This design comes from an exercise in tuning for small area on the open sky130 flow, not from production work. Function was checked by simulation only, so behaviour that the tests miss may differ from the original. Power figures rest on the tool's default switching activity, not on a simulated workload.

run 1:
// processor
module processor (
    input  wire logic             clock_i,
    input  wire logic             reset_i,
    output logic [XLEN-1:0]       imem_addr_o,
    input  wire logic [XLEN-1:0]  imem_data_i,
    output logic [XLEN-1:0]       dmem_addr_o,
    output logic [XLEN-1:0]       dmem_wdata_o,
    output logic                  dmem_wren_o,
    input  wire logic [XLEN-1:0]  dmem_rdata_i,
    output logic                  rf_write_en_o,
    output logic [REG_W-1:0]      rf_write_reg_o,
    output logic [XLEN-1:0]       rf_write_data_o,
    output logic [REG_W-1:0]      rf_read_reg_a_o,
    output logic [REG_W-1:0]      rf_read_reg_b_o,
    input  wire logic [XLEN-1:0]  rf_read_data_a_i,
    input  wire logic [XLEN-1:0]  rf_read_data_b_i
);
For scale: ~660 cells after synthesis, roughly 280 I/O pins, ~5300 um^2 of cells after synthesis.
Settings: LEC_CHECK=0, ABC_AREA=1, ABC_CLOCK_PERIOD_IN_PS=5000, CAP_MARGIN=20, CORE_MARGIN=2, CORE_UTILIZATION=40, CTS_BUF_LIST=sky130_fd_sc_hd__clkbuf_8, SLEW_MARGIN=20; clock period 7.0 ns.
standard.sh (not shown) runs the stock make flow with config.mk's settings and CLKGATE_MAP_FILE= SYNTH_SCRIPT=/design/flow/synth_recipe.tcl, a recipe that flattens the netlist after the stock synthesis.
==> flow/flow/run.sh <==
#!/bin/bash
# Own layout flow: the standard flow (standard.sh), with two changes to
# how the layout is made:
#  - ABC maps the logic for area alone (abc_area.script beside this file),
#    leaving timing to OpenROAD's repair after placement;
#  - the port buffers placed on every input and output are buf_1 cells.
# Every tool's output goes to the log files ORFS writes under orfs/logs, and
# standard.sh's own output to standard.log in the work folder.
set -euo pipefail
W=$(pwd)
rm -rf "$W/scripts"
cp -r "$FLOW_HOME/scripts" "$W/scripts"
cp "$W/flow/abc_area.script" "$W/scripts/abc_area.script"
export SCRIPTS_DIR="$W/scripts"
export BUFFER_PORTS_ARGS="-buffer_cell sky130_fd_sc_hd__buf_1"
export ADDER_MAP_FILE=
bash standard.sh > "$W/standard.log" 2>&1
==> flow/flow/abc_area.script <==
strash
dc2
dc2
dch -f
amap
strash
dc2
dch -f
amap
topo
stime -c
upsize -c
dnsize -c
stime -c
Input changes introduced in run 2 (baseline for comparison: run 1):
Settings: removing ABC_CLOCK_PERIOD_IN_PS (formerly 5000).
==> flow/flow/abc_area.script <==
strash
&get -n
&deepsyn -T 20
&put
dch -f
amap
topo
stime -c
The total instance count after detailed placement was comparable across run 1 and run 2.
Relative slew slack: run 2 > run 1
Higher y dimension of the die was reported by run 1, not run 2.
STATUS first-pass GRT wire length: run 2 wins against run 1
Routed wire length: lower on run 1
### run 2 -> run 3
Settings: ABC_CLOCK_PERIOD_IN_PS newly set to 6000.
==> flow/flow/abc_area.script <==
strash
dc2
dc2
dch -f
amap
topo
stime -c
buffer -c
upsize -c
dnsize -c
stime -c
--- outcome ---
Max clock share of power across run 3 and run 2: run 3
Delta (run 3 minus run 2): logic gate share of total power went down; layout overhead on the synthesized area went down; power in combinational cells went down; largest stage delay on the critical path went up.
Run 3 vs run 2 — total power dropped by a little under 10%
As of run 3, post-placement cell count had fallen slightly compared to run 2.
In the reports for run 3 and run 2, the smaller final routed wire length divided by cell count belongs to run 3.
The following lists how run 4 was set up differently from run 3:
Settings: removing CTS_BUF_LIST (formerly sky130_fd_sc_hd__clkbuf_8); removing ABC_CLOCK_PERIOD_IN_PS (formerly 6000).
==> flow/flow/abc_area.script <==
strash
dc2
dc2
dch -f
amap
topo
stime -c
[summary]
Against run 3, final wirelength in run 4 rose by a few percent.
Taking run 3 as the reference, in run 4 count of vias placed by the detailed router +268, count of clock-buffer cells in the layout +1.
Run 4 ends up with lower synthesized area than run 3 does.
Row clock period minus worst slack: run 4 higher / run 3 lower
When run 4 is measured against run 3, its average instance area after synthesis turns out about 2% lower.
Global-route usage, run 3 and run 4: higher on run 4
In the final reports, the cell area of run 4 is larger than that of run 3.
Half-perimeter wire length after placement grows by a little under 10% when moving from run 3 to run 4.
Weighted congestion at the end of routability-driven global placement was lower in the run labelled run 4.
Total power: run 4 above run 3
Setup changes, run 4 to run 5
Settings: CTS_BUF_LIST: unset -> sky130_fd_sc_hd__clkbuf_2 sky130_fd_sc_hd__clkbuf_4 sky130_fd_sc_hd__clkbuf_8; CTS_CLUSTER_DIAMETER: unset -> 100; CTS_CLUSTER_SIZE: unset -> 40.
==> run summary <==
Reported for run 4 and run 5, largest net degree at the start of global routing turned out identical to the last digit. Between run 4 and run 5, the combinational power does not differ in any meaningful way. Run 5 consumes less power than run 4 does. Run 5: sequential share of power 3.5 points above run 4. Run 4 has a lower share of total power consumed by net switching than run 5. Arrival time of the worst setup path was lower in run 4 than in run 5. [run 5 vs run 4] largest fanout on the critical path: lower in run 5. The final reports for run 5 and run 4 show combinational cell fraction of total power higher in the former. Min portion of the layout cell area used by clock cells across run 4 and run 5: run 5. Run 4 and run 5 ended up with nearly the same routed wire length.

The RTL this note starts from:
==> flow/design.v <==
`default_nettype none
package pipe_pkg;
    localparam int XLEN  = 32;   
    localparam int REG_W = 5;    
endpackage
`default_nettype wire
`timescale 1ns/1ns
`default_nettype none
import pipe_pkg::*;
module processor (
    input  wire logic             clock_i,
    input  wire logic             reset_i,
    output logic [XLEN-1:0]       imem_addr_o,
    input  wire logic [XLEN-1:0]  imem_data_i,
    output logic [XLEN-1:0]       dmem_addr_o,
    output logic [XLEN-1:0]       dmem_wdata_o,
    output logic                  dmem_wren_o,
    input  wire logic [XLEN-1:0]  dmem_rdata_i,
    output logic                  rf_write_en_o,
    output logic [REG_W-1:0]      rf_write_reg_o,
    output logic [XLEN-1:0]       rf_write_data_o,
    output logic [REG_W-1:0]      rf_read_reg_a_o,
    output logic [REG_W-1:0]      rf_read_reg_b_o,
    input  wire logic [XLEN-1:0]  rf_read_data_a_i,
    input  wire logic [XLEN-1:0]  rf_read_data_b_i
);
    localparam logic [1:0] S_E = 2'd0;
    localparam logic [1:0] S_W = 2'd1;
    localparam logic [1:0] S_P = 2'd2;
    logic [1:0]  st_q;
    logic [31:0] pc_q;
    logic [31:0] r_q;     
    logic [1:0]  cnt_q;   
    logic        cy_q;    
    logic        ne_q;    
    logic        lt_q;    
    logic        tk_q;    
    logic        jmp_q;   
    logic [4:0] opc, fn, shamt, rd, rs, rt;
    logic       is_rtype, is_j, is_bne, is_blt, is_addi, is_sw, is_lw;
    logic       is_shift, right, use_imm, sub;
    assign opc   = imem_data_i[31:27];
    assign rd    = imem_data_i[26:22];
    assign rs    = imem_data_i[21:17];
    assign rt    = imem_data_i[16:12];
    assign shamt = imem_data_i[11:7];
    assign fn    = imem_data_i[6:2];
    assign is_rtype = (opc == 5'd0);
    assign is_j     = (opc == 5'd1);
    assign is_bne   = (opc == 5'd2);
    assign is_addi  = (opc == 5'd5);
    assign is_blt   = (opc == 5'd6);
    assign is_sw    = (opc == 5'd7);
    assign is_lw    = (opc == 5'd8);
    assign is_shift = is_rtype && (fn == 5'd4 || fn == 5'd5);
    assign right    = (fn == 5'd5);
    assign use_imm  = is_addi || is_sw || is_lw;
    assign sub      = (is_rtype && fn == 5'd1) || is_bne || is_blt;
    assign imem_addr_o     = pc_q;
    assign rf_read_reg_a_o = rs;
    assign rf_read_reg_b_o = is_shift ? rs : (is_rtype ? rt : rd);
    logic [1:0] dig;
    logic       first, fill;
    logic [3:0] hi_idx, lo_idx;
    logic [2:0] fsh;
    logic [7:0] d_hi, d_lo;
    assign dig   = ~cnt_q;   
    assign first = (cnt_q == 2'b11);
    assign fill  = is_shift && right && rf_read_data_a_i[31];
    always_comb begin
        if (!is_shift) begin
            hi_idx = {2'b00, dig};
            fsh    = 3'd0;
        end else if (right) begin
            hi_idx = {2'b00, dig} + {2'b00, shamt[4:3]} + 4'd1;
            fsh    = shamt[2:0];
        end else begin
            hi_idx = {2'b00, dig} - {2'b00, shamt[4:3]} + {3'd0, shamt[2:0] == 3'd0};
            fsh    = -shamt[2:0];
        end
        lo_idx = is_shift ? hi_idx - 4'd1 : {2'b00, dig};
    end
    always_comb begin
        if (hi_idx[3:2] != 2'b00) d_hi = {8{fill}};
        else                      d_hi = rf_read_data_a_i[{hi_idx[1:0], 3'b000} +: 8];
        if (lo_idx[3:2] != 2'b00) d_lo = {8{fill}};
        else                      d_lo = rf_read_data_b_i[{lo_idx[1:0], 3'b000} +: 8];
    end
    logic [15:0] pair;
    logic [7:0]  win;
    assign pair = {d_hi, d_lo} >> fsh;
    assign win  = pair[7:0];
    logic [7:0] b_imm, a_d, b_raw, b_d, sum_d;
    logic       cin, cout;
    always_comb begin
        case (dig)
            2'd0: b_imm = imem_data_i[7:0];
            2'd1: b_imm = imem_data_i[15:8];
            2'd2: b_imm = {{7{imem_data_i[16]}}, imem_data_i[16]};
            default: b_imm = {8{imem_data_i[16]}};
        endcase
    end
    always_comb begin
        if (st_q == S_P) begin
            a_d   = jmp_q ? 8'd0 : pc_q[7:0];
            b_raw = tk_q ? r_q[7:0] : 8'd0;
            b_d   = b_raw;
            cin   = first ? !jmp_q : cy_q;
        end else begin
            a_d   = d_hi;
            b_raw = use_imm ? b_imm : d_lo;
            b_d   = b_raw ^ {8{sub}};
            cin   = first ? sub : cy_q;
        end
    end
    assign {cout, sum_d} = {1'b0, a_d} + {1'b0, b_d} + {8'd0, cin};
    logic [7:0] alu_d;
    always_comb begin
        if (is_rtype && st_q == S_E) begin
            case (fn)
                5'd0, 5'd1: alu_d = sum_d;
                5'd2:       alu_d = a_d & b_d;
                5'd3:       alu_d = a_d | b_d;
                5'd4, 5'd5: alu_d = win;
                default:    alu_d = 8'd0;
            endcase
        end else begin
            alu_d = sum_d;
        end
    end
    logic dne, ne_all, lt_ab;
    assign dne    = (a_d != b_raw);
    assign ne_all = ne_q || dne;
    assign lt_ab  = (a_d[7] ^ b_raw[7]) ? a_d[7] : sum_d[7];   
    always_ff @(posedge clock_i) begin
        case (st_q)
            S_E: begin
                r_q   <= {alu_d, r_q[31:8]};
                cy_q  <= cout;
                ne_q  <= !first && ne_all || first && dne;
                lt_q  <= ne_all && !lt_ab;
                cnt_q <= cnt_q - 2'd1;
                if (cnt_q == 2'd0) st_q <= S_W;
            end
            S_W: begin
                r_q   <= is_j ? {5'd0, imem_data_i[26:0]} : {{15{imem_data_i[16]}}, imem_data_i[16:0]};
                tk_q  <= is_j || (is_bne && ne_q) || (is_blt && lt_q);
                jmp_q <= is_j;
                cnt_q <= 2'd3;
                st_q  <= S_P;
            end
            default: begin   
                pc_q  <= {sum_d, pc_q[31:8]};
                r_q   <= {sum_d, r_q[31:8]};
                cy_q  <= cout;
                cnt_q <= cnt_q - 2'd1;
                if (cnt_q == 2'd0) st_q <= S_E;
            end
        endcase
        if (reset_i) begin
            st_q  <= S_P;
            cnt_q <= 2'd3;
            tk_q  <= 1'b0;
            jmp_q <= 1'b1;
        end
    end
    assign rf_write_reg_o  = rd;
    assign rf_write_data_o = is_lw ? dmem_rdata_i : r_q;
    assign rf_write_en_o   = (st_q == S_W) && rd != 5'd0 && (is_rtype || is_addi || is_lw);
    assign dmem_addr_o     = r_q;
    assign dmem_wdata_o    = rf_read_data_b_i;
    assign dmem_wren_o     = (st_q == S_W) && is_sw;
endmodule
`default_nettype wire
clock: 7.0 ns
lec_check: 0
abc_area: 1
cap_margin: 20
core_margin: 2
core_utilization: 40
slew_margin: 20
run.sh (not shown) runs the stock make flow with config.mk's settings and CLKGATE_MAP_FILE= SYNTH_SCRIPT=/design/flow/synth_recipe.tcl, a recipe that flattens the netlist after the stock synthesis.
Stock flow here: none of the scripts above is used.
The first run went through all stages and came out clean.
Rerun with:
==> flow/flow/run.sh (new file) <==
#!/bin/bash
# Own layout flow: the standard flow (standard.sh), with two changes to
# how the layout is made:
#  - ABC maps the logic for area alone (abc_area.script beside this file),
#    leaving timing to OpenROAD's repair after placement;
#  - the port buffers placed on every input and output are buf_1 cells.
# Every tool's output goes to the log files ORFS writes under orfs/logs, and
# standard.sh's own output to standard.log in the work folder.
set -euo pipefail
W=$(pwd)
rm -rf "$W/scripts"
cp -r "$FLOW_HOME/scripts" "$W/scripts"
cp "$W/flow/abc_area.script" "$W/scripts/abc_area.script"
export SCRIPTS_DIR="$W/scripts"
export BUFFER_PORTS_ARGS="-buffer_cell sky130_fd_sc_hd__buf_1"
bash standard.sh > "$W/standard.log" 2>&1
==> flow/flow/abc_area.script (new file) <==
strash
dch
amap
topo
stime -c
==> flow/standard.sh (new file) <==
#!/bin/bash
# synth_recipe.tcl (not shown) runs the flow's synth.tcl, then flattens the netlist and writes it again
# the make line also repeats each setting of config.mk as NAME=value (left out here)
make -C /OpenROAD-flow-scripts/flow DESIGN_CONFIG=/design/flow/config.mk WORK_HOME=/design/flow/orfs CLKGATE_MAP_FILE= SYNTH_SCRIPT=/design/flow/synth_recipe.tcl "${@:-finish}"
removed: flow/run.sh
What happened: The new run ran to the end with no violations; clock power is higher by about 3%; clock skew barely changes; clock-buffer cell count does not change; first-iteration DRC count is lower by 41%; routed wire length is lower by 13%; final cell count is lower by 15%; worst hold slack loses 0.0051 ns; sequential power is lower by about 3%; maximum frequency is lower by 2.8%; sequential share of layout area is higher by 5.7 points; global-route usage is higher by 0.33 points.

port drivers added, routing unchanged:
In the flow no input, the clock included, has a driving cell. The finished layouts below were timed again as built, in two steps. Step 1 sets driving cells, clkbuf_16 on the clock port and buf_2 on the other inputs (assumed; they add their load-dependent delay and slew). Step 2 also shifts input and output timing later by t, the mid clock arrival at the registers, as if the neighbouring blocks saw the same clock. Three values: ideal ports, drivers, drivers and shift; two values: the first two.
run | shift t [ns] | setup slack, ns | latest minus earliest clock arrival (ns)
run 1 | 0.384 | 0.646 / 0.632 / 0.248 | 0.012 / 0.011
run 2 | 0.388 | 0.431 / 0.447 / 0.060 | 0.013 / 0.013
run 3 | 0.387 | 0.763 / 0.756 / 0.369 | 0.009 / 0.010
run 4 | 0.379 | 0.555 / 0.572 / 0.194 | 0.009 / 0.009
run 5 | 0.400 | 0.543 / 0.555 / 0.154 | 0.013 / 0.013
the first run of note 2 | 0.374 | 0.595 / 0.610 / 0.236 | 0.007 / 0.006
the second run of note 2 | 0.372 | 0.407 / 0.414 / 0.041 | 0.009 / 0.009
After both steps setup and hold are still met in every run listed. The setup slack of run 1, which loses most, moves by -0.014 ns with the drivers and by -0.398 ns with both steps.
